Source: an optimization exercise on an open RTL-to-GDS flow (aim: small area and a short achievable clock period). Production flows keep margins and buffers that such runs may drop.
Where RTL was checked, it was by simulation tests only, not by an equivalence proof against the original.
For runs 2 and 5, only the layout was checked, not whether the RTL still works.
Power is estimated from default activity; no workload was simulated.

--- flow/run.sh ---
#!/bin/bash
# synth_recipe.tcl (not shown) runs the flow's synth.tcl, then flattens the netlist and writes it again
# the make line also repeats each setting of config.mk as NAME=value (left out here)
make -C /OpenROAD-flow-scripts/flow DESIGN_CONFIG=/design/flow/config.mk WORK_HOME=/design/flow/orfs CLKGATE_MAP_FILE= SYNTH_SCRIPT=/design/flow/synth_recipe.tcl finish
--- flow/config.mk ---
export PLATFORM = sky130hd
export DESIGN_NAME = pe_unit
export DESIGN_NICKNAME = pe_unit
export VERILOG_FILES = /design/flow/design.v
export SDC_FILE = /design/flow/constraint.sdc
export NUM_CORES = 4
export LEC_CHECK = 0
export CAP_MARGIN = 20
export CORE_MARGIN = 2
export CORE_UTILIZATION = 55
export SETUP_SLACK_MARGIN = 2.7
export SLEW_MARGIN = 20
--- flow/constraint.sdc ---
create_clock -name core_clock -period 7.0 [get_ports {clk}]
set_input_delay 1.4000 -clock core_clock [delete_from_list [all_inputs] [get_ports {clk}]]
set_output_delay 1.4000 -clock core_clock [all_outputs]
set_load 0.01 [all_outputs]
--- flow/design.v ---
`timescale 1ns/1ps
`default_nettype none
module pe_sequencer
(
    input  logic                   clk,
    input  logic                   rst,
    input  logic                   in_valid,
    input  logic [16-1:0] weight_count,
    input  logic [16-1:0] feature_count,
    output logic [4-1:0]   slot_sel,
    output logic                   busy,
    output logic                   out_valid
);
    localparam logic [1:0] IDLE = 2'd0;
    localparam logic [1:0] RUN  = 2'd1;
    localparam logic [1:0] DONE = 2'd3;
    logic [1:0]             state;
    logic [16-1:0] cycle_cnt;
    logic [16-1:0] cycle_inc;
    logic [16-1:0] weight_cnt;
    logic [16-1:0] next_weight_cnt;
    logic                   accept;
    logic                   weight_we;
    logic                   pass_end;
    logic                   last_pass;
    logic                   slot0_n;
    assign slot_sel[0] = ~slot0_n;
    assign accept = (state == IDLE && in_valid) || state == RUN;
    assign cycle_inc = cycle_cnt + 16'(1);
    assign pass_end  = accept && (cycle_inc == feature_count);
    assign weight_we = accept && (slot_sel != '0);
    assign busy = (state != IDLE) || in_valid;
    assign next_weight_cnt = weight_we ? weight_cnt + 16'(1) : weight_cnt;
    assign last_pass = (next_weight_cnt >= weight_count);
    always_ff @(posedge clk or posedge rst) begin
        if (rst) begin
            state      <= IDLE;
            cycle_cnt  <= '0;
            weight_cnt <= '0;
            slot0_n    <= 1'b0;
            slot_sel[4-1:1] <= '0;
            out_valid  <= 1'b0;
        end else begin
            weight_cnt <= next_weight_cnt;
            out_valid  <= accept;
            if (accept) begin
                if (pass_end) begin
                    cycle_cnt <= '0;
                    slot0_n   <= 1'b0;
                    slot_sel[4-1:1] <= '0;
                    state     <= last_pass ? DONE : RUN;
                end else begin
                    cycle_cnt <= cycle_inc;
                    slot0_n   <= 1'b1;
                    slot_sel[4-1:1] <= slot_sel[4-2:0];
                    state     <= RUN;
                end
            end
        end
    end
endmodule
`default_nettype wire
`timescale 1ns/1ps
`default_nettype none
module weight_buffer
(
    input  logic                   clk,
    input  logic                   rst,
    input  logic [4-1:0]   slot_sel,
    input  logic [(8 + 2*8)-1:0] weight_in,
    output logic [4*(8 + 2*8)-1:0] weights,
    output logic [4*(8 + 2*8)-1:0] weights_next
);
    localparam int EW = (8 + 2*8);
    logic [4*EW-1:0] slots;
    always_comb begin
        for (int i = 0; i < 4; i++)
            weights_next[i*EW +: EW] = slot_sel[i] ? weight_in : slots[i*EW +: EW];
    end
    always_ff @(posedge clk or posedge rst) begin
        if (rst) begin
            slots <= '0;
        end else begin
            slots <= weights_next;
        end
    end
    assign weights = slots;
endmodule
`default_nettype wire
`timescale 1ns/1ps
`default_nettype none
module feature_window
(
    input  logic                   clk,
    input  logic                   rst,
    input  logic                   busy,
    input  logic [(4*(8 + 2*8))-1:0] feature_in,
    output logic [3*(4*(8 + 2*8))-1:0] window,
    output logic [2*4*8-1:0] coords3
);
    localparam int GW = (4*(8 + 2*8));
    localparam int CW = 2*4*8;
    logic [3*GW-1:0] stages;
    logic [CW-1:0]   last;
    always_ff @(posedge clk or posedge rst) begin
        if (rst) begin
            stages <= '0;
            last   <= '0;
        end else begin
            stages <= {stages[2*GW-1:0], feature_in & {GW{busy}}};
            last   <= stages[2*GW +: CW];
        end
    end
    assign window  = stages;
    assign coords3 = last;
endmodule
`default_nettype wire
`timescale 1ns/1ps
`default_nettype none
module outer_product_array
(
    input  logic                             clk,
    input  logic [4*(8 + 2*8)-1:0] weights,
    input  logic [4*(8 + 2*8)-1:0] weights_next,
    input  logic [3*(4*(8 + 2*8))-1:0]         window,
    input  logic [2*4*8-1:0] coords3,
    input  logic [(4*(8 + 2*8))-1:0]           feature_in,
    output logic [(4*4*(2*8 + 2*8))-1:0]          result
);
    localparam int W  = 8;
    localparam int C  = 8;
    localparam int L  = 4;
    localparam int N  = L*L;
    localparam int EW = (8 + 2*8);
    localparam int GW = (4*(8 + 2*8));
    logic [4*GW-1:0] src;
    assign src = {window, feature_in};
    logic [N*2*W-1:0] prod_s_d, prod_c_d;
    logic [N*2*W-1:0] prod_b_d, prod_b_q;
    logic [N*3-1:0]   prod_g_d, prod_g_q;
    logic [N*2*W-1:0] prod_q;
    for (genvar i = 0; i < L; i++) begin : g_slot
        for (genvar j = 0; j < L; j++) begin : g_lane
            mul_bw u_mul (
                .a (weights_next[i*EW + 2*C +: W]),
                .b (src[i*GW + 2*L*C + j*W +: W]),
                .s (prod_s_d[(i*L+j)*2*W +: 2*W]),
                .c (prod_c_d[(i*L+j)*2*W +: 2*W])
            );
            blk_pre u_pre (
                .ra (prod_s_d[(i*L+j)*2*W +: 2*W]),
                .rb (prod_c_d[(i*L+j)*2*W +: 2*W]),
                .s0 (prod_b_d[(i*L+j)*2*W +: 2*W]),
                .g  (prod_g_d[(i*L+j)*3 +: 3])
            );
            blk_post u_post (
                .s0 (prod_b_q[(i*L+j)*2*W +: 2*W]),
                .g  (prod_g_q[(i*L+j)*3 +: 3]),
                .p  (prod_q[(i*L+j)*2*W +: 2*W])
            );
        end
    end
    always_ff @(posedge clk) begin
        prod_b_q <= prod_b_d;
        prod_g_q <= prod_g_d;
    end
    logic [4*2*L*C-1:0] coords;
    always_comb begin
        for (int d = 0; d < 3; d++)
            coords[d*2*L*C +: 2*L*C] = window[d*GW +: 2*L*C];
        coords[3*2*L*C +: 2*L*C] = coords3;
    end
    always_comb begin
        result[N*2*C +: N*2*W] = prod_q;
        for (int i = 0; i < L; i++) begin
            for (int j = 0; j < L; j++) begin
                result[N*C + (i*L+j)*C +: C] =
                    coords[i*2*L*C + L*C + j*C +: C] - weights[i*EW + C +: C];
                result[(i*L+j)*C +: C] =
                    coords[i*2*L*C + j*C +: C] - weights[i*EW +: C];
            end
        end
    end
endmodule
module mul_bw (
    input  logic [7:0]  a,
    input  logic [7:0]  b,
    output logic [15:0] s,
    output logic [15:0] c
);
    logic t1, t2;
    assign t1 = (a[0] & b[6]) ^ (a[1] & b[5]);
    assign t2 = (a[0] & b[6]) & (a[1] & b[5]);
    logic t3, t4;
    assign t3 = ~(a[0] & b[7]) ^ (a[1] & b[6]) ^ (a[2] & b[5]);
    assign t4 = (~(a[0] & b[7]) & (a[1] & b[6])) | (~(a[0] & b[7]) & (a[2] & b[5])) | ((a[1] & b[6]) & (a[2] & b[5]));
    logic t5, t6;
    assign t5 = (a[3] & b[4]) ^ (a[4] & b[3]);
    assign t6 = (a[3] & b[4]) & (a[4] & b[3]);
    logic t7, t8;
    assign t7 = ~(a[1] & b[7]) ^ (a[2] & b[6]) ^ (a[3] & b[5]);
    assign t8 = (~(a[1] & b[7]) & (a[2] & b[6])) | (~(a[1] & b[7]) & (a[3] & b[5])) | ((a[2] & b[6]) & (a[3] & b[5]));
    logic t9, t10;
    assign t9 = (a[4] & b[4]) ^ (a[5] & b[3]) ^ (a[6] & b[2]);
    assign t10 = ((a[4] & b[4]) & (a[5] & b[3])) | ((a[4] & b[4]) & (a[6] & b[2])) | ((a[5] & b[3]) & (a[6] & b[2]));
    logic t11, t12;
    assign t11 = ~(a[2] & b[7]) ^ (a[3] & b[6]) ^ (a[4] & b[5]);
    assign t12 = (~(a[2] & b[7]) & (a[3] & b[6])) | (~(a[2] & b[7]) & (a[4] & b[5])) | ((a[3] & b[6]) & (a[4] & b[5]));
    logic t13, t14;
    assign t13 = (a[0] & b[4]) ^ (a[1] & b[3]);
    assign t14 = (a[0] & b[4]) & (a[1] & b[3]);
    logic t15, t16;
    assign t15 = (a[0] & b[5]) ^ (a[1] & b[4]) ^ (a[2] & b[3]);
    assign t16 = ((a[0] & b[5]) & (a[1] & b[4])) | ((a[0] & b[5]) & (a[2] & b[3])) | ((a[1] & b[4]) & (a[2] & b[3]));
    logic t17, t18;
    assign t17 = (a[3] & b[2]) ^ (a[4] & b[1]);
    assign t18 = (a[3] & b[2]) & (a[4] & b[1]);
    logic t19, t20;
    assign t19 = t1 ^ (a[2] & b[4]) ^ (a[3] & b[3]);
    assign t20 = (t1 & (a[2] & b[4])) | (t1 & (a[3] & b[3])) | ((a[2] & b[4]) & (a[3] & b[3]));
    logic t21, t22;
    assign t21 = (a[4] & b[2]) ^ (a[5] & b[1]) ^ (a[6] & b[0]);
    assign t22 = ((a[4] & b[2]) & (a[5] & b[1])) | ((a[4] & b[2]) & (a[6] & b[0])) | ((a[5] & b[1]) & (a[6] & b[0]));
    logic t23, t24;
    assign t23 = t3 ^ t5 ^ (a[5] & b[2]);
    assign t24 = (t3 & t5) | (t3 & (a[5] & b[2])) | (t5 & (a[5] & b[2]));
    logic t25, t26;
    assign t25 = (a[6] & b[1]) ^ ~(a[7] & b[0]) ^ t2;
    assign t26 = ((a[6] & b[1]) & ~(a[7] & b[0])) | ((a[6] & b[1]) & t2) | (~(a[7] & b[0]) & t2);
    logic t27, t28;
    assign t27 = t7 ^ t9 ^ ~(a[7] & b[1]);
    assign t28 = (t7 & t9) | (t7 & ~(a[7] & b[1])) | (t9 & ~(a[7] & b[1]));
    logic t29, t30;
    assign t29 = t4 ^ t6 ^ 1'b1;
    assign t30 = (t4 & t6) | (t4 & 1'b1) | (t6 & 1'b1);
    logic t31, t32;
    assign t31 = t11 ^ (a[5] & b[4]) ^ (a[6] & b[3]);
    assign t32 = (t11 & (a[5] & b[4])) | (t11 & (a[6] & b[3])) | ((a[5] & b[4]) & (a[6] & b[3]));
    logic t33, t34;
    assign t33 = ~(a[7] & b[2]) ^ t8 ^ t10;
    assign t34 = (~(a[7] & b[2]) & t8) | (~(a[7] & b[2]) & t10) | (t8 & t10);
    logic t35, t36;
    assign t35 = ~(a[3] & b[7]) ^ (a[4] & b[6]) ^ (a[5] & b[5]);
    assign t36 = (~(a[3] & b[7]) & (a[4] & b[6])) | (~(a[3] & b[7]) & (a[5] & b[5])) | ((a[4] & b[6]) & (a[5] & b[5]));
    logic t37, t38;
    assign t37 = (a[6] & b[4]) ^ ~(a[7] & b[3]) ^ t12;
    assign t38 = ((a[6] & b[4]) & ~(a[7] & b[3])) | ((a[6] & b[4]) & t12) | (~(a[7] & b[3]) & t12);
    logic t39, t40;
    assign t39 = ~(a[4] & b[7]) ^ (a[5] & b[6]) ^ (a[6] & b[5]);
    assign t40 = (~(a[4] & b[7]) & (a[5] & b[6])) | (~(a[4] & b[7]) & (a[6] & b[5])) | ((a[5] & b[6]) & (a[6] & b[5]));
    logic t41, t42;
    assign t41 = (a[0] & b[3]) ^ (a[1] & b[2]);
    assign t42 = (a[0] & b[3]) & (a[1] & b[2]);
    logic t43, t44;
    assign t43 = t13 ^ (a[2] & b[2]) ^ (a[3] & b[1]);
    assign t44 = (t13 & (a[2] & b[2])) | (t13 & (a[3] & b[1])) | ((a[2] & b[2]) & (a[3] & b[1]));
    logic t45, t46;
    assign t45 = t15 ^ t17 ^ (a[5] & b[0]);
    assign t46 = (t15 & t17) | (t15 & (a[5] & b[0])) | (t17 & (a[5] & b[0]));
    logic t47, t48;
    assign t47 = t19 ^ t21 ^ t16;
    assign t48 = (t19 & t21) | (t19 & t16) | (t21 & t16);
    logic t49, t50;
    assign t49 = t23 ^ t25 ^ t20;
    assign t50 = (t23 & t25) | (t23 & t20) | (t25 & t20);
    logic t51, t52;
    assign t51 = t27 ^ t29 ^ t24;
    assign t52 = (t27 & t29) | (t27 & t24) | (t29 & t24);
    logic t53, t54;
    assign t53 = t31 ^ t33 ^ t28;
    assign t54 = (t31 & t33) | (t31 & t28) | (t33 & t28);
    logic t55, t56;
    assign t55 = t35 ^ t37 ^ t32;
    assign t56 = (t35 & t37) | (t35 & t32) | (t37 & t32);
    logic t57, t58;
    assign t57 = t39 ^ ~(a[7] & b[4]) ^ t36;
    assign t58 = (t39 & ~(a[7] & b[4])) | (t39 & t36) | (~(a[7] & b[4]) & t36);
    logic t59, t60;
    assign t59 = ~(a[5] & b[7]) ^ (a[6] & b[6]) ^ ~(a[7] & b[5]);
    assign t60 = (~(a[5] & b[7]) & (a[6] & b[6])) | (~(a[5] & b[7]) & ~(a[7] & b[5])) | ((a[6] & b[6]) & ~(a[7] & b[5]));
    logic t61, t62;
    assign t61 = (a[0] & b[2]) ^ (a[1] & b[1]);
    assign t62 = (a[0] & b[2]) & (a[1] & b[1]);
    logic t63, t64;
    assign t63 = t41 ^ (a[2] & b[1]) ^ (a[3] & b[0]);
    assign t64 = (t41 & (a[2] & b[1])) | (t41 & (a[3] & b[0])) | ((a[2] & b[1]) & (a[3] & b[0]));
    logic t65, t66;
    assign t65 = t43 ^ (a[4] & b[0]) ^ t42;
    assign t66 = (t43 & (a[4] & b[0])) | (t43 & t42) | ((a[4] & b[0]) & t42);
    logic t67, t68;
    assign t67 = t45 ^ t14 ^ t44;
    assign t68 = (t45 & t14) | (t45 & t44) | (t14 & t44);
    logic t69, t70;
    assign t69 = t47 ^ t18 ^ t46;
    assign t70 = (t47 & t18) | (t47 & t46) | (t18 & t46);
    logic t71, t72;
    assign t71 = t49 ^ t22 ^ t48;
    assign t72 = (t49 & t22) | (t49 & t48) | (t22 & t48);
    logic t73, t74;
    assign t73 = t51 ^ t26 ^ t50;
    assign t74 = (t51 & t26) | (t51 & t50) | (t26 & t50);
    logic t75, t76;
    assign t75 = t53 ^ t30 ^ t52;
    assign t76 = (t53 & t30) | (t53 & t52) | (t30 & t52);
    logic t77, t78;
    assign t77 = t55 ^ t34 ^ t54;
    assign t78 = (t55 & t34) | (t55 & t54) | (t34 & t54);
    logic t79, t80;
    assign t79 = t57 ^ t38 ^ t56;
    assign t80 = (t57 & t38) | (t57 & t56) | (t38 & t56);
    logic t81, t82;
    assign t81 = t59 ^ t40 ^ t58;
    assign t82 = (t59 & t40) | (t59 & t58) | (t40 & t58);
    logic t83, t84;
    assign t83 = ~(a[6] & b[7]) ^ ~(a[7] & b[6]) ^ t60;
    assign t84 = (~(a[6] & b[7]) & ~(a[7] & b[6])) | (~(a[6] & b[7]) & t60) | (~(a[7] & b[6]) & t60);
    assign s[0] = (a[0] & b[0]);
    assign c[0] = 1'b0;
    assign s[1] = (a[0] & b[1]);
    assign c[1] = (a[1] & b[0]);
    assign s[2] = t61;
    assign c[2] = (a[2] & b[0]);
    assign s[3] = t63;
    assign c[3] = t62;
    assign s[4] = t65;
    assign c[4] = t64;
    assign s[5] = t67;
    assign c[5] = t66;
    assign s[6] = t69;
    assign c[6] = t68;
    assign s[7] = t71;
    assign c[7] = t70;
    assign s[8] = t73;
    assign c[8] = t72;
    assign s[9] = t75;
    assign c[9] = t74;
    assign s[10] = t77;
    assign c[10] = t76;
    assign s[11] = t79;
    assign c[11] = t78;
    assign s[12] = t81;
    assign c[12] = t80;
    assign s[13] = t83;
    assign c[13] = t82;
    assign s[14] = (a[7] & b[7]);
    assign c[14] = t84;
    assign s[15] = 1'b1;
    assign c[15] = 1'b0;
endmodule
module blk_pre (
    input  logic [15:0] ra,
    input  logic [15:0] rb,
    output logic [15:0] s0,
    output logic [2:0]  g
);
    always_comb begin
        for (int k = 0; k < 4; k++) begin
            logic [4:0] t;
            t = {1'b0, ra[4*k +: 4]} + {1'b0, rb[4*k +: 4]};
            s0[4*k +: 4] = t[3:0];
            if (k < 3) g[k] = t[4];
        end
    end
endmodule
module blk_post (
    input  logic [15:0] s0,
    input  logic [2:0]  g,
    output logic [15:0] p
);
    logic [3:0] pr;
    logic [3:0] c;
    always_comb begin
        for (int k = 0; k < 4; k++)
            pr[k] = &s0[4*k +: 4];
        c[0] = 1'b0;
        c[1] = g[0];
        c[2] = g[1] | (pr[1] & g[0]);
        c[3] = g[2] | (pr[2] & g[1]) | (pr[2] & pr[1] & g[0]);
        for (int k = 0; k < 4; k++)
            p[4*k +: 4] = s0[4*k +: 4] + {3'b0, c[k]};
    end
endmodule
`default_nettype wire
`timescale 1ns/1ps
`default_nettype none
module pe_unit
(
    input  logic                   clk,
    input  logic                   rst,
    input  logic                   in_valid,
    input  logic [16-1:0] weight_count,
    input  logic [16-1:0] feature_count,
    input  logic [(8 + 2*8)-1:0] weight_in,
    input  logic [(4*(8 + 2*8))-1:0] feature_in,
    output logic                   out_valid,
    output logic [(4*4*(2*8 + 2*8))-1:0] result
);
    logic [4-1:0]             slot_sel;
    logic                             busy;
    logic [4*(8 + 2*8)-1:0] weights;
    logic [4*(8 + 2*8)-1:0] weights_next;
    logic [3*(4*(8 + 2*8))-1:0]         window;
    logic [2*4*8-1:0] coords3;
    pe_sequencer u_sequencer (
        .clk           (clk),
        .rst           (rst),
        .in_valid      (in_valid),
        .weight_count  (weight_count),
        .feature_count (feature_count),
        .slot_sel      (slot_sel),
        .busy          (busy),
        .out_valid     (out_valid)
    );
    weight_buffer u_weight_buffer (
        .clk          (clk),
        .rst          (rst),
        .slot_sel     (slot_sel),
        .weight_in    (weight_in),
        .weights      (weights),
        .weights_next (weights_next)
    );
    feature_window u_feature_window (
        .clk        (clk),
        .rst        (rst),
        .busy       (busy),
        .feature_in (feature_in),
        .window     (window),
        .coords3    (coords3)
    );
    outer_product_array u_outer_product_array (
        .clk          (clk),
        .weights      (weights),
        .weights_next (weights_next),
        .window       (window),
        .coords3      (coords3),
        .feature_in   (feature_in),
        .result       (result)
    );
endmodule
`default_nettype wire
==> impl_metrics.py, run 1 <==
metrics = {
    "worst_setup_path": {
        "crit_required_ns": 7.57,
        "worstPathMaxFanout": 7,
        "arrival_ns": 4.94,
        "crit_path_start_kind": "primary input",
        "worst-setup-path-type": "primary input to flop",
        "critPathCaptureType": "flop",
    },
    "placement": {
        "place_ws_ns": 0.861,
        "place.gp.congestion": 0.893,
        "io_buffers": 667,
        "place_hpwl_um": 128000,
        "dp.cells": 7934,
    },
    "detailed_routing": {
        "dr_total_vias": 44700,
        "ant_nets": 0,
        "dr.first_iter.drc_count": 3044,
        "drc_errors": 0,
        "vias_per_cell": 5.35,
        "drt_first_pass_iters": 8,
        "post_drt_wl_per_cell_um": 22.0,
        "totalWireLength_um": 184000,
    },
    "final_layout": {
        "layout_commonest_cell": "inv_1",
        "drive_above_1_share": 0.129,
        "final_core_util": 0.682,
        "layout.nets": 8252,
        "fin_cells": 8344,
        "areaGrowthSynthToFinish_pct": 23.4,
        "layout_common_cells": "inv_1 (986), ha_1 (636), fa_1 (599), nand2_1 (591), clkdlybuf4s50_1 (499)",
        "final.fill_count": 8706,
    },
    "job": {
        "cap_violations": 0,
    },
    "synth": {
        "yosys_warnings": 6,
        "synth-main-ff-cell": "dfrtp_1",
        "synth-edff-count": 0,
        "ys_types": 58,
        "yosys.area.top_type": "fa_1",
        "synth_area_leaders": "fa_1 (22%), dfrtp_1 (20%), ha_1 (14%)",
        "synth_nets": 7458,
        "avgSynthCellArea_um2": 10.2,
        "synth-async-reset-ratio": 0.616,
        "synth_cells": 5973,
        "ys_ff_latch": 791,
        "ys_seq_area_frac": 0.300,
        "netlist_area_um2": 60900,
        "synth_top_area_share": 0.216,
    },
    "timing": {
        "finalHoldViolations": 0,
        "rsz0062_at_grt": "yes",
        "min_period_ns": 4.37,
        "skew_ns": 0.0193,
        "clock.fmax_ghz": 0.229,
        "tightest_slew_ns": 0.895,
        "setup_viol": 0,
        "period_share": 0.625,
        "max_slew_margin": 0.403,
        "slew_violations": 0,
        "fin_ws_ns": 2.63,
    },
    "min_path": {
        "hold_path_class": "flop to flop",
    },
    "global_routing": {
        "grt_pass1_wl_um": 273000,
        "grt_usage": 0.322,
        "grt_pass1_vias": 46600,
        "grt_overflow": 0,
        "antenna_found_initial": 33,
        "grt_max_degree": 159,
    },
    "clocking": {
        "postCtsHoldBufs": 0,
        "clk_pin_slew_ns": 0.06,
        "insertion_delay_ns": 0.68,
        "cts_num_sinks": 791,
        "cts_made_buffers": 91,
        "h-tree-depth": 3,
        "root_buffer": "clkbuf_16",
        "cts.path.max_buffers": 3,
        "cts_tree": "done",
    },
    "floorplan": {
        "start_util": 0.553,
        "fp.dieH_um": 337,
        "die-area_um2": 113000,
        "coreArea_um2": 110000,
        "die_width_um": 337,
        "io_pins": 668,
        "std_cell_rows": 122,
    },
    "power": {
        "vdd_drop_max_mv": 0.346,
        "total_power_uw": 27400,
        "p_per_area_nw_per_um2": 364,
        "p_leak_uw": 0.0373,
    },
    "run_status": {
        "outcome": "complete, no violations",
    },
}
## sequential cells by signal (all words and copies together) (netlist names)
name	count
u_sequencer.state	2
u_feature_window.last	64
u_outer_product_array.prod_g_q	48
u_sequencer.cycle_cnt	16
u_feature_window.stages	288
u_sequencer.out_valid	1
u_sequencer.slot0_n	1
u_sequencer.slot_sel	3
u_sequencer.weight_cnt	16
u_weight_buffer.slots	96
u_outer_product_array.prod_b_q	256
## layout make-up
cell class                      count  area [um2]  share of cell area
Multi-Input combinational cell   3997       39900               0.530
Clock inverter                     43         527             0.00701
Antenna cell                       14        35.0            0.000466
Timing Repair Buffer              852        8110               0.108
Clock buffer                      125        2600              0.0346
Tap cell                         1488        1860              0.0248
Inverter                         1034        3890              0.0517
Sequential cell                   791       18300               0.243
## critical path, cell delays in order
cell and delay, ns:
buf_16 0.13, mux2_4 0.35, and2_4 0.19, fa_1 0.45
fa_1 0.49, inv_1 0.05, fa_1 0.51, fa_2 0.47
ha_4 0.18, fa_2 0.36, a21o_1 0.18, a21o_1 0.15
## report_power, final
part	switching (uW)	leakage [uW]	internal, uW
registers	793	0.00827	5710
clock network	2040	0.00154	2910
logic	8150	0.0275	7790
## metrics by stage
stage	setup TNS, ns	area, um2	hold slack, ns
2_1_floorplan	-488.29	61900	0.354
3_3_place_gp	0	69100	0.356
3_5_place_dp	0	69100	0.362
4_1_cts	0	74000	0.375
5_1_grt	0	75200	0.379
6_report	0	75200	0.374
## logic make-up after synthesis
family | Yosys count | synth area share
multiplexers | 63 | 0.0116
AND/OR/NAND/NOR | 1536 | 0.133
flip-flops | 791 | 0.300
buffers and inverters | 1244 | 0.0808
AO/OA/AOI/OAI | 557 | 0.0561
adder cells (fa/ha/maj) | 1330 | 0.354
XOR/XNOR | 452 | 0.0650
## path summary, 6_finish.rpt
path                                                                    to                                  start  slack, ns  depth (start not counted)
worst min register to register      u_feature_window.stages[144]$_DFF_PP0_  u_feature_window.stages[48]$_DFF_PP0_       0.37                          0
worst max-delay path            u_outer_product_array.prod_g_q[38]$_DFF_P_                          weight_in[17]       2.63                         12
max in group asynchronous           u_feature_window.stages[282]$_DFF_PP0_                                    rst       4.26                          4
worst min-delay path                u_feature_window.stages[144]$_DFF_PP0_  u_feature_window.stages[48]$_DFF_PP0_       0.37                          0
min in group asynchronous           u_feature_window.stages[153]$_DFF_PP0_                                    rst       1.13                          2
worst max register to register  u_outer_product_array.prod_g_q[32]$_DFF_P_    u_sequencer.slot_sel[2]$_DFFE_PP0P_       2.73                         16
## cells in the mapped netlist (all sizes together) (86+ instances only)
cell type,n
nor2b,177
fa,656
a21o,172
xnor2,276
a21oi,163
dfxtp,304
buf,86
clkbuf,124
o21ai,166
ha,674
inv,1034
xor2,176
dfrtp,487
nand2,603
and2,542
## metal layers
| metal | vias up | GRT usage | wire length (um) |
|---|---|---|---|
| li1 | 20100 | - | - |
| met1 | 22400 | 0.404 | 71900 |
| met2 | 1705 | 0.521 | 86200 |
| met3 | 462 | 0.0791 | 16100 |
| met4 | 28 | 0.156 | 9180 |
| met5 | - | 0 | 179 |
## what timing repair did
action / in CTS / in global routing
hold endpoints to repair: 0 / 0
pin swaps: 62 / 109
endpoints found under the setup margin: 353 / 159
setup buffers: 99 / 65
gates cloned: 52 / 12
resized for setup: 535 / 207
==> inputs of run 2 (changes only) <==
--- a/flow/design.v
+++ b/flow/design.v
@@ -72,10 +72,13 @@
     output logic [4*(8 + 2*8)-1:0] weights_next
 );
     localparam int EW = (8 + 2*8);
+    localparam int C  = 8;
     logic [4*EW-1:0] slots;
+    logic [EW-1:0]           entry;
+    assign entry = {weight_in[EW-1:2*C], -weight_in[2*C-1:C], -weight_in[C-1:0]};
     always_comb begin
         for (int i = 0; i < 4; i++)
-            weights_next[i*EW +: EW] = slot_sel[i] ? weight_in : slots[i*EW +: EW];
+            weights_next[i*EW +: EW] = slot_sel[i] ? entry : slots[i*EW +: EW];
     end
     always_ff @(posedge clk or posedge rst) begin
         if (rst) begin
@@ -175,9 +178,9 @@
         for (int i = 0; i < L; i++) begin
             for (int j = 0; j < L; j++) begin
                 result[N*C + (i*L+j)*C +: C] =
-                    coords[i*2*L*C + L*C + j*C +: C] - weights[i*EW + C +: C];
+                    coords[i*2*L*C + L*C + j*C +: C] + weights[i*EW + C +: C];
                 result[(i*L+j)*C +: C] =
-                    coords[i*2*L*C + j*C +: C] - weights[i*EW +: C];
+                    coords[i*2*L*C + j*C +: C] + weights[i*EW +: C];
             end
         end
     end
--- a/flow/config.mk
+++ b/flow/config.mk
@@ -7,6 +7,6 @@
 export LEC_CHECK = 0
 export CAP_MARGIN = 20
 export CORE_MARGIN = 2
-export CORE_UTILIZATION = 55
+export CORE_UTILIZATION = 65
 export SETUP_SLACK_MARGIN = 2.7
 export SLEW_MARGIN = 20
==> impl_metrics.py, run 2 <==
metrics = {
    "run_status": {
        "outcome": "complete, no violations",
    },
    "floorplan": {
        "io_pins": 668,
        "coreArea_um2": 93000,
        "start_util": 0.654,
        "die_width_um": 310,
        "std_cell_rows": 112,
        "fp.dieH_um": 310,
        "die-area_um2": 96100,
    },
    "synth": {
        "yosys-mux-area-fraction": 0.0165,
        "synth-adder-area-share": 0.355,
        "synth-compound-area-share": 0.0604,
        "netlist_area_um2": 60900,
        "ys_ff_latch": 791,
        "synth_nets": 7381,
        "synth_xor_area_frac": 0.0673,
        "avgSynthCellArea_um2": 10.3,
        "yosys-top-cells-count": "inv_1 (1,002), ha_1 (676), fa_1 (656)",
        "synth-async-reset-ratio": 0.616,
        "synth_top_area_share": 0.216,
        "synth_area_leaders": "fa_1 (22%), dfrtp_1 (20%), ha_1 (14%)",
        "synth_cells": 5894,
        "ys_types": 49,
        "yosys_warnings": 6,
        "yosysMostFrequentCell": "inv_1",
        "ys_seq_area_frac": 0.300,
        "synthSimpleGateAreaFrac": 0.121,
        "synth_top_family_by_area": "adder cells",
        "yosys.area.top_type": "fa_1",
        "synth-edff-count": 0,
        "synth-main-ff-cell": "dfrtp_1",
    },
    "global_routing": {
        "grt_max_degree": 174,
        "antenna_found_initial": 27,
        "grt_overflow": 0,
        "grt_pass1_wl_um": 271000,
        "grt_pass1_vias": 47400,
        "grt_usage": 0.376,
    },
    "final_layout": {
        "register_area_um2": 18300,
        "layout.nets": 8168,
        "multi_input_area_um2": 39900,
        "drive_above_1_share": 0.139,
        "largest_reg_flops": 288,
        "final.fill_count": 5902,
        "top_regs": "u_feature_window.stages (288), u_outer_product_array.prod_b_q (256), u_weight_buffer.slots (96)",
        "fin_cells": 8021,
        "layout_commonest_cell": "inv_1",
        "layout_common_cells": "inv_1 (951), ha_1 (628), fa_1 (601), nand2_1 (553), clkdlybuf4s50_1 (502)",
        "areaGrowthSynthToFinish_pct": 23.1,
        "regMostFlops": "u_feature_window.stages",
        "final_core_util": 0.805,
    },
    "clocking": {
        "clk_pin_slew_ns": 0.06,
        "cts_made_buffers": 88,
        "insertion_delay_ns": 0.70,
        "cts_num_sinks": 791,
        "cts.path.max_buffers": 3,
        "h-tree-depth": 3,
        "root_buffer": "clkbuf_16",
        "cts_tree": "done",
    },
    "detailed_routing": {
        "dr_total_vias": 45500,
        "ant_nets": 0,
        "dr.first_iter.drc_count": 3266,
        "post_drt_wl_per_cell_um": 22.6,
        "drt_first_pass_iters": 6,
        "totalWireLength_um": 181000,
        "vias_per_cell": 5.67,
        "drc_errors": 0,
    },
    "power": {
        "p_leak_uw": 0.0371,
        "pwr-share-comb": 0.592,
        "pwr-share-clk": 0.174,
        "power.internal_uw": 16800,
        "vdd_drop_max_mv": 0.286,
        "p_sw_uw": 11400,
        "p_per_area_nw_per_um2": 376,
        "p_sw_frac": 0.404,
        "seq_power_share": 0.234,
    },
    "placement": {
        "dp.cells": 7613,
        "place.gp.congestion": 0.928,
        "io_buffers": 667,
        "place_hpwl_um": 124000,
    },
    "timing": {
        "tightest_slew_ns": 1.13,
        "clock.fmax_ghz": 0.224,
        "period_share": 0.638,
        "finalHoldViolations": 0,
        "skew_ns": 0.0341,
        "max_slew_margin": 0.248,
        "setup_viol": 0,
        "min_period_ns": 4.46,
        "rsz0062_at_grt": "yes",
        "slew_violations": 0,
    },
    "worst_setup_path": {
        "arrival_ns": 3.06,
        "worst-setup-path-type": "flop to output port",
        "crit_required_ns": 5.60,
        "critPathCaptureType": "output port",
        "crit_path_start_kind": "flop",
        "worstPathMaxFanout": 2,
    },
    "min_path": {
        "hold_path_class": "flop to flop",
    },
    "job": {
        "cap_violations": 0,
    },
}
run 2: critical path: stages, from the launching register on:
cell	delay, ns
dfxtp_1	0.36
and2_1	0.16
a41o_1	0.26
a21o_1	0.17
ha_1	0.22
nand3_1	0.26
xnor2_2	0.36
clkdlybuf4s50_1	0.60
run 2: final timing paths:
path                                                              from  cells past startpoint                                           to  slack [ns]
max                        u_outer_product_array.prod_b_q[230]$_DFF_P_                      7                                  result[495]        2.54
min                              u_feature_window.stages[24]$_DFF_PP0_                      0       u_feature_window.stages[120]$_DFF_PP0_        0.38
max reg2reg                        u_sequencer.slot_sel[1]$_DFFE_PP0P_                     13  u_outer_product_array.prod_b_q[107]$_DFF_P_        2.67
min reg2reg                      u_feature_window.stages[24]$_DFF_PP0_                      0       u_feature_window.stages[120]$_DFF_PP0_        0.38
max in group asynchronous                                          rst                      3        u_weight_buffer.slots[56]$_DFFE_PP0P_        4.18
min in group asynchronous                                          rst                      2         u_weight_buffer.slots[5]$_DFFE_PP0N_        1.30
run 2: power by group through the flow:
stage	combinational (uW)	clock, uW	sequential [uW]
5_1_grt	18500	5130	6710
2_1_floorplan	10400	0	6280
6_report	16700	4900	6610
3_5_place_dp	15900	0	6590
4_1_cts	16200	4940	6560
3_3_place_gp	15400	0	6570
run 2: layout make-up:
class / instances / area share
Antenna cell: 11 / 0.000367
Clock buffer: 114 / 0.0334
Clock inverter: 51 / 0.00753
Inverter: 1002 / 0.0502
Multi-Input combinational cell: 3935 / 0.532
Sequential cell: 791 / 0.244
Tap cell: 1254 / 0.0209
Timing Repair Buffer: 863 / 0.111
run 2: cell families after synthesis:
kind of cell    Yosys count
flops                   791
buf+inv                1217
xor+xnor                468
fa+ha+maj              1332
simple gates           1414
compound gates          583
mux                      89
run 2: timing repair:
| action | CTS | global route |
|---|---|---|
| resized for setup | 428 | 255 |
| endpoints found under the setup margin | 325 | 164 |
| gates cloned | 40 | 11 |
| setup buffers | 126 | 54 |
| pin swaps | 100 | 174 |
| hold buffers | 0 | 0 |
run 2: metrics by stage:
stage               TNS, ns  power, uW  area [um2]  setup WS (ns)  hold slack (ns)
global placement          0      22000       68700           1.14            0.365
floorplan           -488.29      16700       61900          -1.00            0.360
global route              0      30400       74900           2.49            0.392
detailed placement        0      22400       68700           1.04            0.370
CTS                       0      27700       73900           2.61            0.381
finish                    0      28200       74900           2.54            0.378
run 2: metal layers:
layer  vias to the layer above  global-route usage  routed length (um)
li1                      19900                   -                   -
met1                     22500               0.467               67100
met4                        20               0.231               14000
met3                       757              0.0949               17500
met2                      2254               0.593               82700
met5                         -                   0                 140
==> inputs of run 3 (changes only) <==
--- a/flow/design.v
+++ b/flow/design.v
@@ -98,24 +98,27 @@
     input  logic                   rst,
     input  logic                   busy,
     input  logic [(4*(8 + 2*8))-1:0] feature_in,
-    output logic [3*(4*(8 + 2*8))-1:0] window,
-    output logic [2*4*8-1:0] coords3
+    output logic [3*(4*(8 + 2*8))-1:0] window
 );
     localparam int GW = (4*(8 + 2*8));
     localparam int CW = 2*4*8;
-    logic [3*GW-1:0] stages;
-    logic [CW-1:0]   last;
+    localparam int VW = 4*8;
+    logic [3*CW-1:0] coords;
+    logic [3*VW-1:0] values;
     always_ff @(posedge clk or posedge rst) begin
         if (rst) begin
-            stages <= '0;
-            last   <= '0;
+            coords <= '0;
         end else begin
-            stages <= {stages[2*GW-1:0], feature_in & {GW{busy}}};
-            last   <= stages[2*GW +: CW];
+            coords <= {coords[2*CW-1:0], feature_in[CW-1:0] & {CW{busy}}};
         end
     end
-    assign window  = stages;
-    assign coords3 = last;
+    always_ff @(posedge clk) begin
+        values <= {values[2*VW-1:0], feature_in[GW-1:CW]};
+    end
+    always_comb begin
+        for (int d = 0; d < 3; d++)
+            window[d*GW +: GW] = {values[d*VW +: VW], coords[d*CW +: CW]};
+    end
 endmodule
 `default_nettype wire
 `timescale 1ns/1ps
@@ -126,7 +129,6 @@
     input  logic [4*(8 + 2*8)-1:0] weights,
     input  logic [4*(8 + 2*8)-1:0] weights_next,
     input  logic [3*(4*(8 + 2*8))-1:0]         window,
-    input  logic [2*4*8-1:0] coords3,
     input  logic [(4*(8 + 2*8))-1:0]           feature_in,
     output logic [(4*4*(2*8 + 2*8))-1:0]          result
 );
@@ -167,20 +169,29 @@
         prod_b_q <= prod_b_d;
         prod_g_q <= prod_g_d;
     end
-    logic [4*2*L*C-1:0] coords;
+    logic [2*L*C-1:0] off3_d, off3_q;
     always_comb begin
-        for (int d = 0; d < 3; d++)
-            coords[d*2*L*C +: 2*L*C] = window[d*GW +: 2*L*C];
-        coords[3*2*L*C +: 2*L*C] = coords3;
+        for (int j = 0; j < L; j++) begin
+            off3_d[L*C + j*C +: C] = src[3*GW + L*C + j*C +: C] + weights_next[3*EW + C +: C];
+            off3_d[j*C +: C]       = src[3*GW + j*C +: C] + weights_next[3*EW +: C];
+        end
+    end
+    always_ff @(posedge clk) begin
+        off3_q <= off3_d;
     end
     always_comb begin
         result[N*2*C +: N*2*W] = prod_q;
         for (int i = 0; i < L; i++) begin
             for (int j = 0; j < L; j++) begin
-                result[N*C + (i*L+j)*C +: C] =
-                    coords[i*2*L*C + L*C + j*C +: C] + weights[i*EW + C +: C];
-                result[(i*L+j)*C +: C] =
-                    coords[i*2*L*C + j*C +: C] + weights[i*EW +: C];
+                if (i < 3) begin
+                    result[N*C + (i*L+j)*C +: C] =
+                        window[i*GW + L*C + j*C +: C] + weights[i*EW + C +: C];
+                    result[(i*L+j)*C +: C] =
+                        window[i*GW + j*C +: C] + weights[i*EW +: C];
+                end else begin
+                    result[N*C + (i*L+j)*C +: C] = off3_q[L*C + j*C +: C];
+                    result[(i*L+j)*C +: C]       = off3_q[j*C +: C];
+                end
             end
         end
     end
@@ -403,7 +414,6 @@
     logic [4*(8 + 2*8)-1:0] weights;
     logic [4*(8 + 2*8)-1:0] weights_next;
     logic [3*(4*(8 + 2*8))-1:0]         window;
-    logic [2*4*8-1:0] coords3;
     pe_sequencer u_sequencer (
         .clk           (clk),
         .rst           (rst),
@@ -427,15 +437,13 @@
         .rst        (rst),
         .busy       (busy),
         .feature_in (feature_in),
-        .window     (window),
-        .coords3    (coords3)
+        .window     (window)
     );
     outer_product_array u_outer_product_array (
         .clk          (clk),
         .weights      (weights),
         .weights_next (weights_next),
         .window       (window),
-        .coords3      (coords3),
         .feature_in   (feature_in),
         .result       (result)
     );
--- a/flow/config.mk
+++ b/flow/config.mk
@@ -7,6 +7,8 @@
 export LEC_CHECK = 0
 export CAP_MARGIN = 20
 export CORE_MARGIN = 2
-export CORE_UTILIZATION = 65
+export CORE_UTILIZATION = 55
+export CTS_BUF_LIST = sky130_fd_sc_hd__clkbuf_8
+export CTS_CLUSTER_SIZE = 30
 export SETUP_SLACK_MARGIN = 2.7
 export SLEW_MARGIN = 20
==> impl_metrics.py, run 3 <==
metrics = {
    "run_status": {
        "outcome": "complete, no violations",
    },
    "synth": {
        "ys_types": 58,
        "synth_area_leaders": "fa_1 (22%), dfxtp_1 (16%), ha_1 (14%)",
        "synth_top_area_share": 0.219,
        "yosys_warnings": 6,
        "ys_seq_area_frac": 0.292,
        "ys_ff_latch": 791,
        "synth_nets": 7319,
        "synth-async-reset-ratio": 0.413,
        "synth-edff-count": 0,
        "yosysMostFrequentCell": "inv_1",
        "yosys.area.top_type": "fa_1",
        "synth-main-ff-cell": "dfxtp_1",
        "netlist_area_um2": 59900,
        "synth_cells": 5832,
        "avgSynthCellArea_um2": 10.3,
        "yosys-top-cells-count": "inv_1 (979), ha_1 (676), fa_1 (656)",
    },
    "detailed_routing": {
        "drt_first_pass_iters": 5,
        "vias_per_cell": 5.39,
        "totalWireLength_um": 178000,
        "drc_errors": 0,
        "dr_total_vias": 44200,
        "ant_nets": 0,
        "dr.first_iter.drc_count": 2627,
        "post_drt_wl_per_cell_um": 21.7,
    },
    "final_layout": {
        "layout_commonest_cell": "inv_1",
        "layout.nets": 8156,
        "fin_area_um2": 74300,
        "top_regs": "u_outer_product_array.prod_b_q (256), u_feature_window.coords (192)",
        "final_core_util": 0.685,
        "drive_above_1_share": 0.156,
        "largest_reg_flops": 256,
        "areaGrowthSynthToFinish_pct": 24.0,
        "regMostFlops": "u_outer_product_array.prod_b_q",
        "fin_cells": 8206,
        "final.fill_count": 8649,
        "layout_common_cells": "inv_1 (963), fa_1 (600), ha_1 (598), nand2_1 (557), and2_1 (495)",
    },
    "worst_setup_path": {
        "worst-setup-path-type": "flop to output port",
        "rr_worst_depth": 15,
        "worstPathMaxFanout": 5,
        "worstReg2RegEnd": "u_outer_product_array.prod_g_q[14]$_DFF_P_",
        "rr_startpoint": "u_sequencer.slot_sel[1]$_DFFE_PP0P_",
        "arrival_ns": 2.97,
        "critPathCaptureType": "output port",
        "crit_path_start_kind": "flop",
        "crit_required_ns": 5.60,
        "reg2reg_slack_ns": 2.73,
    },
    "clocking": {
        "cts_made_buffers": 144,
        "cts.path.max_buffers": 3,
        "cts_num_sinks": 791,
        "insertion_delay_ns": 0.85,
        "cts_tree": "done",
        "clk_pin_slew_ns": 0.06,
        "h-tree-depth": 4,
        "root_buffer": "clkbuf_8",
        "postCtsHoldBufs": 0,
    },
    "timing": {
        "fin_tns_setup_ns": 0,
        "slew_violations": 0,
        "skew_ns": 0.0355,
        "clock.fmax_ghz": 0.229,
        "tightest_slew_ns": 0.977,
        "max_slew_margin": 0.348,
        "min_period_ns": 4.37,
        "setup_viol": 0,
        "finalHoldViolations": 0,
        "rsz0062_at_grt": "yes",
        "period_share": 0.625,
    },
    "global_routing": {
        "grt_pass1_wl_um": 269000,
        "grt_pass1_vias": 46000,
        "grt_max_degree": 165,
        "antenna_found_initial": 28,
        "grt_overflow": 0,
        "grt_usage": 0.318,
    },
    "floorplan": {
        "fp.dieH_um": 334,
        "io_pins": 668,
        "std_cell_rows": 121,
        "start_util": 0.552,
        "coreArea_um2": 108000,
        "die-area_um2": 112000,
        "die_width_um": 334,
    },
    "placement": {
        "place.gp.congestion": 0.899,
        "dp.cells": 7725,
        "place_hpwl_um": 127000,
        "postPlaceCellArea_um2": 68300,
        "io_buffers": 667,
    },
    "min_path": {
        "holdPathEnd": "u_feature_window.coords[115]$_DFF_PP0_",
        "hold_path_class": "flop to flop",
        "holdPathStages": 0,
        "hold_start": "u_feature_window.coords[51]$_DFF_PP0_",
    },
    "power": {
        "p_leak_uw": 0.0365,
        "vdd_drop_max_mv": 0.317,
        "total_power_uw": 26300,
        "p_per_area_nw_per_um2": 354,
    },
    "job": {
        "cap_violations": 0,
    },
}
[run 3: power breakdown]
group	switching, uW	internal, uW	leakage [uW]
sequential	866	5780	0.00778
combinational	7670	7370	0.0270
clock	2040	2560	0.00172
[run 3: worst max-delay path, stage by stage, from the launching register on]
cell and delay, ns:
dfrtp_2 0.46, buf_6 0.13, buf_6 0.10, ha_4 0.15
buf_4 0.12, a21o_1 0.16, a21oi_2 0.19, o21bai_1 0.10
a21oi_2 0.22, o21ai_2 0.10, xnor2_2 0.22, buf_2 0.19
[run 3: layer usage]
layer	wire length, um	part of all wire	track usage	vias up
met5	96	0.00054	0	-
met4	8710	0.049	0.146	14
met3	13600	0.077	0.0624	436
met2	84000	0.47	0.519	1664
met1	71500	0.40	0.410	22200
li1	-	-	-	19900
[run 3: worst max path at each step]
stage	slack, ns	cells after the start	from	end
3_5_place_dp	0.94	14	weight_in[18]	u_outer_product_array.prod_g_q[11]$_DFF_P_
5_1_grt	2.54	10	u_weight_buffer.slots[32]$_DFFE_PP0P_	result[182]
4_1_cts	2.48	10	u_weight_buffer.slots[8]$_DFFE_PP0N_	result[151]
3_3_place_gp	1.03	14	weight_in[18]	u_outer_product_array.prod_g_q[11]$_DFF_P_
6_report	2.63	11	u_weight_buffer.slots[8]$_DFFE_PP0N_	result[151]
2_1_floorplan	1.24	1	rst	u_feature_window.coords[0]$_DFF_PP0_
[run 3: area by class of cell]
type | instances | area [um2] | area share
repair buffers | 845 | 8000 | 0.108
well taps | 1414 | 1770 | 0.0238
clock buffers | 175 | 2410 | 0.0324
multi-input cells | 3908 | 40300 | 0.542
inverters | 979 | 3680 | 0.0495
flip-flops and latches | 791 | 17500 | 0.236
clock inverters | 83 | 599 | 0.00807
diodes | 11 | 27.5 | 0.000371
[run 3: kinds of logic after synthesis]
family	count (synthesis)	synth area share
AO/OA/AOI/OAI	575	0.0615
XOR/XNOR	466	0.0682
adder cells (fa/ha/maj)	1332	0.361
buffers and inverters	1178	0.0783
flip-flops	791	0.292
multiplexers	93	0.0174
AND/OR/NAND/NOR	1397	0.122
[run 3: stage by stage]
step | setup WS [ns] | hold WS [ns]
finish | 2.63 | 0.359
global route | 2.54 | 0.364
CTS | 2.48 | 0.358
detailed placement | 0.940 | 0.366
global placement | 1.03 | 0.365
floorplan | 1.24 | 0.360
[run 3: repair_timing]
item                                    4_1_cts  5_1_grt
pin swaps                                   114      159
gates cloned                                 33       12
buffers inserted                             91       76
endpoints found under the setup margin      324      148
resized for setup                           599      164
==> inputs of run 4 (changes only) <==
==> flow/flow/run.sh (new file) <==
#!/bin/bash
# Layout flow: the standard flow (standard.sh, unchanged synthesis and
# steps), except that the buffers placed on every input and output port are
# sky130_fd_sc_hd__buf_2 rather than the flow's default pick (a delay cell).
set -euo pipefail
export BUFFER_PORTS_ARGS="-buffer_cell sky130_fd_sc_hd__buf_2"
bash standard.sh > standard.log 2>&1
==> flow/standard.sh (new file) <==
#!/bin/bash
# synth_recipe.tcl (not shown) runs the flow's synth.tcl, then flattens the netlist and writes it again
# the make line also repeats each setting of config.mk as NAME=value (left out here)
make -C /OpenROAD-flow-scripts/flow DESIGN_CONFIG=/design/flow/config.mk WORK_HOME=/design/flow/orfs CLKGATE_MAP_FILE= SYNTH_SCRIPT=/design/flow/synth_recipe.tcl "${@:-finish}"
--- a/flow/config.mk
+++ b/flow/config.mk
@@ -8,7 +8,5 @@
 export CAP_MARGIN = 20
 export CORE_MARGIN = 2
 export CORE_UTILIZATION = 55
-export CTS_BUF_LIST = sky130_fd_sc_hd__clkbuf_8
-export CTS_CLUSTER_SIZE = 30
 export SETUP_SLACK_MARGIN = 2.7
 export SLEW_MARGIN = 20
removed: flow/run.sh
==> impl_metrics.py, run 4 <==
metrics = {
    "run_status": {
        "outcome": "complete, no violations",
    },
    "worst_setup_path": {
        "crit_path_start_kind": "primary input",
        "worstPathMaxFanout": 8,
        "rr_startpoint": "u_sequencer.slot_sel[3]$_DFFE_PP0P_",
        "crit_start": "weight_in[19]",
        "slowest_delay_ns": 0.52,
        "endpoint": "u_outer_product_array.prod_b_q[75]$_DFF_P_",
        "reg2reg_slack_ns": 2.72,
        "rr_worst_depth": 11,
        "arrival_ns": 5.01,
        "path_common_cell": "fa_1",
        "crit_required_ns": 7.61,
        "crit_chain": "buf_16 > mux2_4 > buf_6 > and2_4 > fa_1 > inv_1 > fa_1 > fa_1 > inv_1 > fa_1 > ha_1 > a21o_1 > a21oi_2 > xnor2_1",
        "worst-setup-path-type": "primary input to flop",
        "slowest_stage": "fa_1",
        "critPathCaptureType": "flop",
        "worstReg2RegEnd": "u_outer_product_array.prod_g_q[44]$_DFF_P_",
    },
    "detailed_routing": {
        "ant_nets": 0,
        "post_drt_wl_per_cell_um": 21.5,
        "drt_first_pass_iters": 6,
        "drc_errors": 0,
        "vias_per_cell": 5.34,
        "totalWireLength_um": 174000,
        "dr_total_vias": 43200,
        "dr.first_iter.drc_count": 2549,
    },
    "synth": {
        "ys_seq_area_frac": 0.292,
        "synth_nets": 7319,
        "yosys-top-cells-count": "inv_1 (979), ha_1 (676), fa_1 (656)",
        "synth-async-reset-ratio": 0.413,
        "yosys.area.top_type": "fa_1",
        "netlist_area_um2": 59900,
        "ys_types": 58,
        "synth_area_leaders": "fa_1 (22%), dfxtp_1 (16%), ha_1 (14%)",
        "synth_top_area_share": 0.219,
        "yosys_warnings": 6,
        "yosysMostFrequentCell": "inv_1",
        "avgSynthCellArea_um2": 10.3,
        "synth_cells": 5832,
        "synth-edff-count": 0,
        "synth-main-ff-cell": "dfxtp_1",
        "ys_ff_latch": 791,
    },
    "final_layout": {
        "layout_commonest_cell": "inv_1",
        "regMostFlops": "u_outer_product_array.prod_b_q",
        "largest_reg_flops": 256,
        "top_regs": "u_outer_product_array.prod_b_q (256), u_feature_window.coords (192)",
        "fin_area_um2": 70900,
        "layout.nets": 8081,
        "drive_above_1_share": 0.215,
        "final_core_util": 0.654,
        "layout_common_cells": "inv_1 (925), buf_2 (657), ha_1 (617), fa_1 (609), nand2_1 (550)",
        "areaGrowthSynthToFinish_pct": 18.4,
    },
    "clocking": {
        "cts.path.max_buffers": 3,
        "cts_num_sinks": 791,
        "postCtsHoldBufs": 0,
        "clk_pin_slew_ns": 0.06,
        "root_buffer": "clkbuf_16",
        "h-tree-depth": 3,
        "cts_made_buffers": 92,
        "cts_tree": "done",
        "insertion_delay_ns": 0.70,
    },
    "floorplan": {
        "io_pins": 668,
        "start_util": 0.552,
        "fp.dieH_um": 334,
        "die-area_um2": 112000,
        "coreArea_um2": 108000,
        "std_cell_rows": 121,
        "die_width_um": 334,
    },
    "timing": {
        "period_share": 0.629,
        "finalHoldViolations": 0,
        "rsz0062_at_grt": "yes",
        "fin_tns_setup_ns": 0,
        "clock.fmax_ghz": 0.227,
        "skew_ns": 0.0361,
        "slew_violations": 0,
        "tightest_slew_ns": 0.901,
        "max_slew_margin": 0.399,
        "setup_viol": 0,
        "min_period_ns": 4.40,
    },
    "power": {
        "seq_power_share": 0.259,
        "p_sw_frac": 0.408,
        "pwr-share-comb": 0.533,
        "pwr-share-clk": 0.207,
        "p_sw_uw": 10400,
        "power.internal_uw": 15100,
        "vdd_drop_max_mv": 0.341,
        "p_per_area_nw_per_um2": 361,
        "p_leak_uw": 0.0360,
        "total_power_uw": 25600,
    },
    "global_routing": {
        "grt_overflow": 0,
        "grt_usage": 0.309,
        "antenna_found_initial": 29,
        "grt_pass1_wl_um": 261000,
        "grt_max_degree": 149,
        "grt_pass1_vias": 44300,
    },
    "min_path": {
        "hold_path_class": "flop to flop",
    },
    "placement": {
        "place.gp.congestion": 0.906,
        "place_hpwl_um": 126000,
        "postPlaceCellArea_um2": 65000,
        "io_buffers": 667,
    },
    "job": {
        "cap_violations": 0,
    },
}
[run 4: cell count changes in the layout (fill, tap and decap cells not counted), sizes merged, moves of 22 or more]
cell and change:
buf +591, clkdlybuf4s50 -484, dlygate4sd2 -80, clkbuf -51
inv -48, dlymetal6s2s -22
[run 4: critical path: cells and delay by family]
kind            cells  cell delay (ns)
compound gates      2             0.30
xor+xnor            1             0.12
fa+ha+maj           5             2.28
mux                 1             0.34
simple gates        1             0.15
buf+inv             4             0.39
[run 4: repair_timing]
item,in CTS,in global routing
cloned,24,13
setup endpoints to repair,85,99
resized for setup,74,123
pin swaps,38,85
hold endpoints to repair,0,0
buffers inserted,71,79
[run 4: logic make-up (layout without fill, tap and decap cells)]
kind of cell,after synthesis,in the layout,share of synthesized area
other cells,0,13,0
buf+inv,1178,1984,0.0783
fa+ha+maj,1332,1332,0.361
flops,791,791,0.292
mux,93,129,0.0174
compound gates,575,575,0.0615
xor+xnor,466,466,0.0682
simple gates,1397,1397,0.122
[run 4: through the flow]
| stage | worst slack (ns) | hold WS, ns | std cells |
|---|---|---|---|
| global placement | 1.51 | 0.366 | 7727 |
| detailed placement | 1.51 | 0.367 | 7727 |
| floorplan | 1.24 | 0.360 | 5832 |
| global route | 2.51 | 0.386 | 8094 |
| CTS | 2.62 | 0.383 | 7996 |
| finish | 2.60 | 0.379 | 8101 |
[run 4: power by group through the flow]
stage | logic (uW) | registers (uW) | clock network, uW
floorplan | 9390 | 6390 | 0
global placement | 13000 | 6660 | 0
detailed placement | 13200 | 6660 | 0
CTS | 13500 | 6610 | 5390
global route | 15300 | 6740 | 5580
finish | 13600 | 6630 | 5300
[run 4: worst min-delay path by stage]
stage,slack [ns],cells past startpoint,end,startpoint
finish,0.38,0,u_feature_window.coords[99]$_DFF_PP0_,u_feature_window.coords[35]$_DFF_PP0_
floorplan,0.36,0,u_feature_window.coords[100]$_DFF_PP0_,u_feature_window.coords[36]$_DFF_PP0_
global placement,0.37,0,u_feature_window.coords[104]$_DFF_PP0_,u_feature_window.coords[40]$_DFF_PP0_
detailed placement,0.37,0,u_feature_window.coords[98]$_DFF_PP0_,u_feature_window.coords[34]$_DFF_PP0_
CTS,0.38,0,u_feature_window.coords[104]$_DFF_PP0_,u_feature_window.coords[40]$_DFF_PP0_
global route,0.39,0,u_feature_window.coords[104]$_DFF_PP0_,u_feature_window.coords[40]$_DFF_PP0_
[run 4: layout make-up]
| type | instances | area [um2] |
|---|---|---|
| Fill cell | 8905 | 37500 |
| Antenna cell | 13 | 32.5 |
| Clock inverter | 44 | 666 |
| Clock buffer | 130 | 2700 |
| Inverter | 979 | 3680 |
| Multi-Input combinational cell | 3899 | 39600 |
| Tap cell | 1414 | 1770 |
| Sequential cell | 791 | 17500 |
| Timing Repair Buffer | 831 | 4920 |
[run 4: per-layer routing]
layer	vias to the layer above	GRT usage	wire [um]
li1	19700	-	-
met1	21800	0.414	72700
met2	1433	0.508	82500
met3	319	0.0518	12200
met4	16	0.114	6880
met5	-	0	111
==> inputs of run 5 (changes only) <==
--- a/flow/design.v
+++ b/flow/design.v
@@ -8,6 +8,7 @@
     input  logic [16-1:0] weight_count,
     input  logic [16-1:0] feature_count,
     output logic [4-1:0]   slot_sel,
+    output logic [4-1:0]   coord_sel,
     output logic                   busy,
     output logic                   out_valid
 );
@@ -29,6 +30,10 @@
     assign cycle_inc = cycle_cnt + 16'(1);
     assign pass_end  = accept && (cycle_inc == feature_count);
     assign weight_we = accept && (slot_sel != '0);
+    always_comb begin
+        for (int i = 0; i < 4; i++)
+            coord_sel[i] = (cycle_cnt == 16'(i));
+    end
     assign busy = (state != IDLE) || in_valid;
     assign next_weight_cnt = weight_we ? weight_cnt + 16'(1) : weight_cnt;
     assign last_pass = (next_weight_cnt >= weight_count);
@@ -67,6 +72,7 @@
     input  logic                   clk,
     input  logic                   rst,
     input  logic [4-1:0]   slot_sel,
+    input  logic [4-1:0]   coord_sel,
     input  logic [(8 + 2*8)-1:0] weight_in,
     output logic [4*(8 + 2*8)-1:0] weights,
     output logic [4*(8 + 2*8)-1:0] weights_next
@@ -78,7 +84,8 @@
     assign entry = {weight_in[EW-1:2*C], -weight_in[2*C-1:C], -weight_in[C-1:0]};
     always_comb begin
         for (int i = 0; i < 4; i++)
-            weights_next[i*EW +: EW] = slot_sel[i] ? entry : slots[i*EW +: EW];
+            weights_next[i*EW +: EW] = {slot_sel[i]  ? entry[EW-1:2*C]     : slots[i*EW + 2*C +: EW-2*C],
+                                        coord_sel[i] ? entry[2*C-1:0]      : slots[i*EW +: 2*C]};
     end
     always_ff @(posedge clk or posedge rst) begin
         if (rst) begin
@@ -410,6 +417,7 @@
     output logic [(4*4*(2*8 + 2*8))-1:0] result
 );
     logic [4-1:0]             slot_sel;
+    logic [4-1:0]             coord_sel;
     logic                             busy;
     logic [4*(8 + 2*8)-1:0] weights;
     logic [4*(8 + 2*8)-1:0] weights_next;
@@ -421,6 +429,7 @@
         .weight_count  (weight_count),
         .feature_count (feature_count),
         .slot_sel      (slot_sel),
+        .coord_sel     (coord_sel),
         .busy          (busy),
         .out_valid     (out_valid)
     );
@@ -428,6 +437,7 @@
         .clk          (clk),
         .rst          (rst),
         .slot_sel     (slot_sel),
+        .coord_sel    (coord_sel),
         .weight_in    (weight_in),
         .weights      (weights),
         .weights_next (weights_next)
--- a/flow/config.mk
+++ b/flow/config.mk
@@ -8,5 +8,7 @@
 export CAP_MARGIN = 20
 export CORE_MARGIN = 2
 export CORE_UTILIZATION = 55
+export CTS_BUF_LIST = sky130_fd_sc_hd__clkbuf_8
+export CTS_CLUSTER_SIZE = 30
 export SETUP_SLACK_MARGIN = 2.7
 export SLEW_MARGIN = 20
==> impl_metrics.py, run 5 <==
metrics = {
    "worst_setup_path": {
        "worst-setup-path-type": "flop to output port",
        "slowest_stage": "dfrtp_2",
        "slowest_delay_ns": 0.42,
        "crit_required_ns": 5.60,
        "path_depth": 10,
        "critPathCaptureType": "output port",
        "arrival_ns": 3.04,
        "worstPathMaxFanout": 4,
        "path_delay_family": "compound AO/OA/AOI/OAI gates",
        "rr_worst_depth": 14,
        "crit_buf_inv": 3,
        "crit_chain": "buf_4 > ha_4 > buf_6 > a21o_1 > a21oi_2 > nor2b_1 > o21a_2 > o41ai_4 > xnor2_2 > buf_2",
        "crit_path_start_kind": "flop",
    },
    "clocking": {
        "h-tree-depth": 4,
        "clk_pin_slew_ns": 0.07,
        "cts_tree": "done",
        "cts.path.max_buffers": 3,
        "insertion_delay_ns": 0.83,
        "cts_num_sinks": 791,
        "cts_made_buffers": 144,
        "root_buffer": "clkbuf_8",
    },
    "floorplan": {
        "io_pins": 668,
        "die-area_um2": 112000,
        "start_util": 0.553,
        "std_cell_rows": 121,
        "coreArea_um2": 109000,
        "fp.dieH_um": 335,
        "die_width_um": 335,
    },
    "synth": {
        "ys_types": 56,
        "yosys.area.top_type": "fa_1",
        "synth-async-reset-ratio": 0.413,
        "yosysMostFrequentCell": "inv_1",
        "ys_seq_area_frac": 0.291,
        "synth_cells": 5882,
        "synth-main-ff-cell": "dfxtp_1",
        "synth_nets": 7372,
        "yosys-top-cells-count": "inv_1 (936), ha_1 (679), fa_1 (656)",
        "ys_ff_latch": 791,
        "synth_area_leaders": "fa_1 (22%), dfxtp_1 (15%), ha_1 (14%)",
        "synth-edff-count": 0,
        "avgSynthCellArea_um2": 10.2,
        "synth_top_area_share": 0.219,
        "yosys_warnings": 6,
        "netlist_area_um2": 60100,
    },
    "final_layout": {
        "largest_reg_flops": 256,
        "drive_above_1_share": 0.236,
        "areaGrowthSynthToFinish_pct": 19.5,
        "layout_common_cells": "inv_1 (905), buf_2 (643), fa_1 (605), ha_1 (598), nand2_1 (540)",
        "layout.nets": 8204,
        "fin_area_um2": 71800,
        "layout_commonest_cell": "inv_1",
        "top_regs": "u_outer_product_array.prod_b_q (256), u_feature_window.coords (192)",
        "regMostFlops": "u_outer_product_array.prod_b_q",
        "fin_cells": 8257,
    },
    "run_status": {
        "outcome": "complete, no violations",
    },
    "min_path": {
        "hold_path_class": "flop to flop",
        "holdPathStages": 0,
    },
    "placement": {
        "place.gp.congestion": 0.902,
        "place_hpwl_um": 126000,
        "postPlaceCellArea_um2": 65200,
        "dp.cells": 7783,
        "io_buffers": 667,
    },
    "timing": {
        "period_share": 0.634,
        "hold-worst-slack_ns": 0.372,
        "max_slew_margin": 0.262,
        "slew_violations": 0,
        "rsz0062_at_grt": "yes",
        "setup_viol": 0,
        "finalHoldViolations": 0,
        "tightest_slew_ns": 1.10,
        "clock.fmax_ghz": 0.225,
        "min_period_ns": 4.44,
        "skew_ns": 0.0405,
        "fin_tns_setup_ns": 0,
    },
    "detailed_routing": {
        "drt_first_pass_iters": 5,
        "post_drt_wl_per_cell_um": 21.1,
        "vias_per_cell": 5.30,
        "totalWireLength_um": 174000,
        "ant_nets": 0,
        "dr_total_vias": 43800,
        "drc_errors": 0,
        "dr.first_iter.drc_count": 2414,
    },
    "power": {
        "vdd_drop_max_mv": 0.360,
        "p_leak_uw": 0.0363,
        "p_per_area_nw_per_um2": 426,
    },
    "global_routing": {
        "grt_pass1_vias": 45200,
        "grt_overflow": 0,
        "grt_max_degree": 136,
        "grt_pass1_wl_um": 259000,
        "grt_usage": 0.304,
        "antenna_found_initial": 27,
    },
    "job": {
        "cap_violations": 0,
    },
}
==> run 5: worst paths after layout <==
path | endpoint | start | slack (ns)
max in group asynchronous | u_sequencer.slot_sel[2]$_DFFE_PP0P_ | rst | 5.03
min in group asynchronous | u_feature_window.coords[57]$_DFF_PP0_ | rst | 0.73
setup / recovery | result[15] | u_weight_buffer.slots[0]$_DFFE_PP0N_ | 2.56
setup reg to reg | u_outer_product_array.prod_g_q[41]$_DFF_P_ | u_sequencer.slot_sel[3]$_DFFE_PP0P_ | 2.65
hold / removal | u_feature_window.coords[157]$_DFF_PP0_ | u_feature_window.coords[93]$_DFF_PP0_ | 0.37
hold reg to reg | u_feature_window.coords[157]$_DFF_PP0_ | u_feature_window.coords[93]$_DFF_PP0_ | 0.37
==> run 5: power by group <==
group / total (uW) / switching [uW] / internal (uW)
combinational: 18600 / 10200 / 8450
clock: 4890 / 2040 / 2850
sequential: 7050 / 1070 / 5980
total: 30600 / 13300 / 17300
==> run 5: final cells by class <==
| cell class | instances | area (um2) |
|---|---|---|
| diodes | 15 | 37.5 |
| clock buffers | 192 | 2640 |
| clock inverters | 68 | 586 |
| fillers | 8902 | 36800 |
| inverters | 937 | 3520 |
| multi-input cells | 3996 | 40700 |
| flip-flops and latches | 791 | 17500 |
| well taps | 1414 | 1770 |
| repair buffers | 844 | 5020 |
==> run 5: cell families (layout without fill, tap and decap cells) <==
| family | Yosys count | after routing | synth area share |
|---|---|---|---|
| other cells | 0 | 15 | 0 |
| simple gates | 1591 | 1591 | 0.137 |
| xor+xnor | 480 | 480 | 0.0701 |
| fa+ha+maj | 1335 | 1335 | 0.360 |
| flops | 791 | 791 | 0.291 |
| compound gates | 480 | 480 | 0.0525 |
| buf+inv | 1130 | 2041 | 0.0752 |
| mux | 75 | 110 | 0.0141 |
==> run 5: per-layer routing <==
metal | part of all wire | track usage | up-vias
met3 | 0.062 | 0.0504 | 389
met4 | 0.047 | 0.132 | 12
li1 | - | - | 20000
met1 | 0.41 | 0.389 | 22000
met5 | 0.00042 | 0 | -
met2 | 0.48 | 0.510 | 1405
==> run 5: what timing repair did <==
item | CTS | global route
gates resized for setup | 208 | 158
hold buffers | 0 | 0
endpoints found under the setup margin | 142 | 122
pin swaps | 84 | 159
gates cloned | 14 | 21
buffers inserted | 76 | 87
==> run 5: stage by stage <==
step | util | power, uW | setup WS, ns
floorplan | - | 18800 | 1.24
global placement | 0.600 | 24300 | 1.60
detailed placement | 0.600 | 24500 | 1.55
CTS | 0.646 | 30300 | 2.54
global route | 0.661 | 33100 | 2.46
finish | 0.661 | 30600 | 2.56

[what the ideal ports hide]
How much do the figures lean on ideal ports? The routed layouts below were timed once more, with nothing changed but the port constraints. Step 1 sets driving cells, clkbuf_16 on the clock port and buf_2 on the other inputs (assumed; they add their load-dependent delay and slew). Step 2 adds t to the input delays and takes it off the output delays; t is the mean of the earliest and latest rising clock arrival at the registers after step 1. Input paths then give back, and output paths get back, about the clock's delay inside the block. Three values: no drivers, after step 1, after step 2; two values: the first two.
run	t (ns)	setup slack, ns	hold WS [ns]	worst setup path at the end	latest minus earliest clock arrival (ns)
run 1	0.754	2.626 / 2.526 / 1.772	0.374 / 0.374 / 0.374	input to register	0.021 / 0.020
run 2	0.759	2.536 / 2.457 / 1.789	0.378 / 0.378 / 0.378	input to register	0.038 / 0.038
run 3	0.907	2.626 / 2.549 / 1.833	0.359 / 0.359 / 0.359	input to register	0.049 / 0.049
run 4	0.758	2.600 / 2.550 / 1.792	0.379 / 0.379 / 0.379	input to register	0.036 / 0.036
run 5	0.889	2.563 / 2.487 / 1.726	0.372 / 0.372 / 0.372	input to register	0.041 / 0.040
After both steps every run listed still meets setup and hold. The setup slack of run 1, which loses most, moves by -0.100 ns with the drivers and by -0.854 ns with both steps.
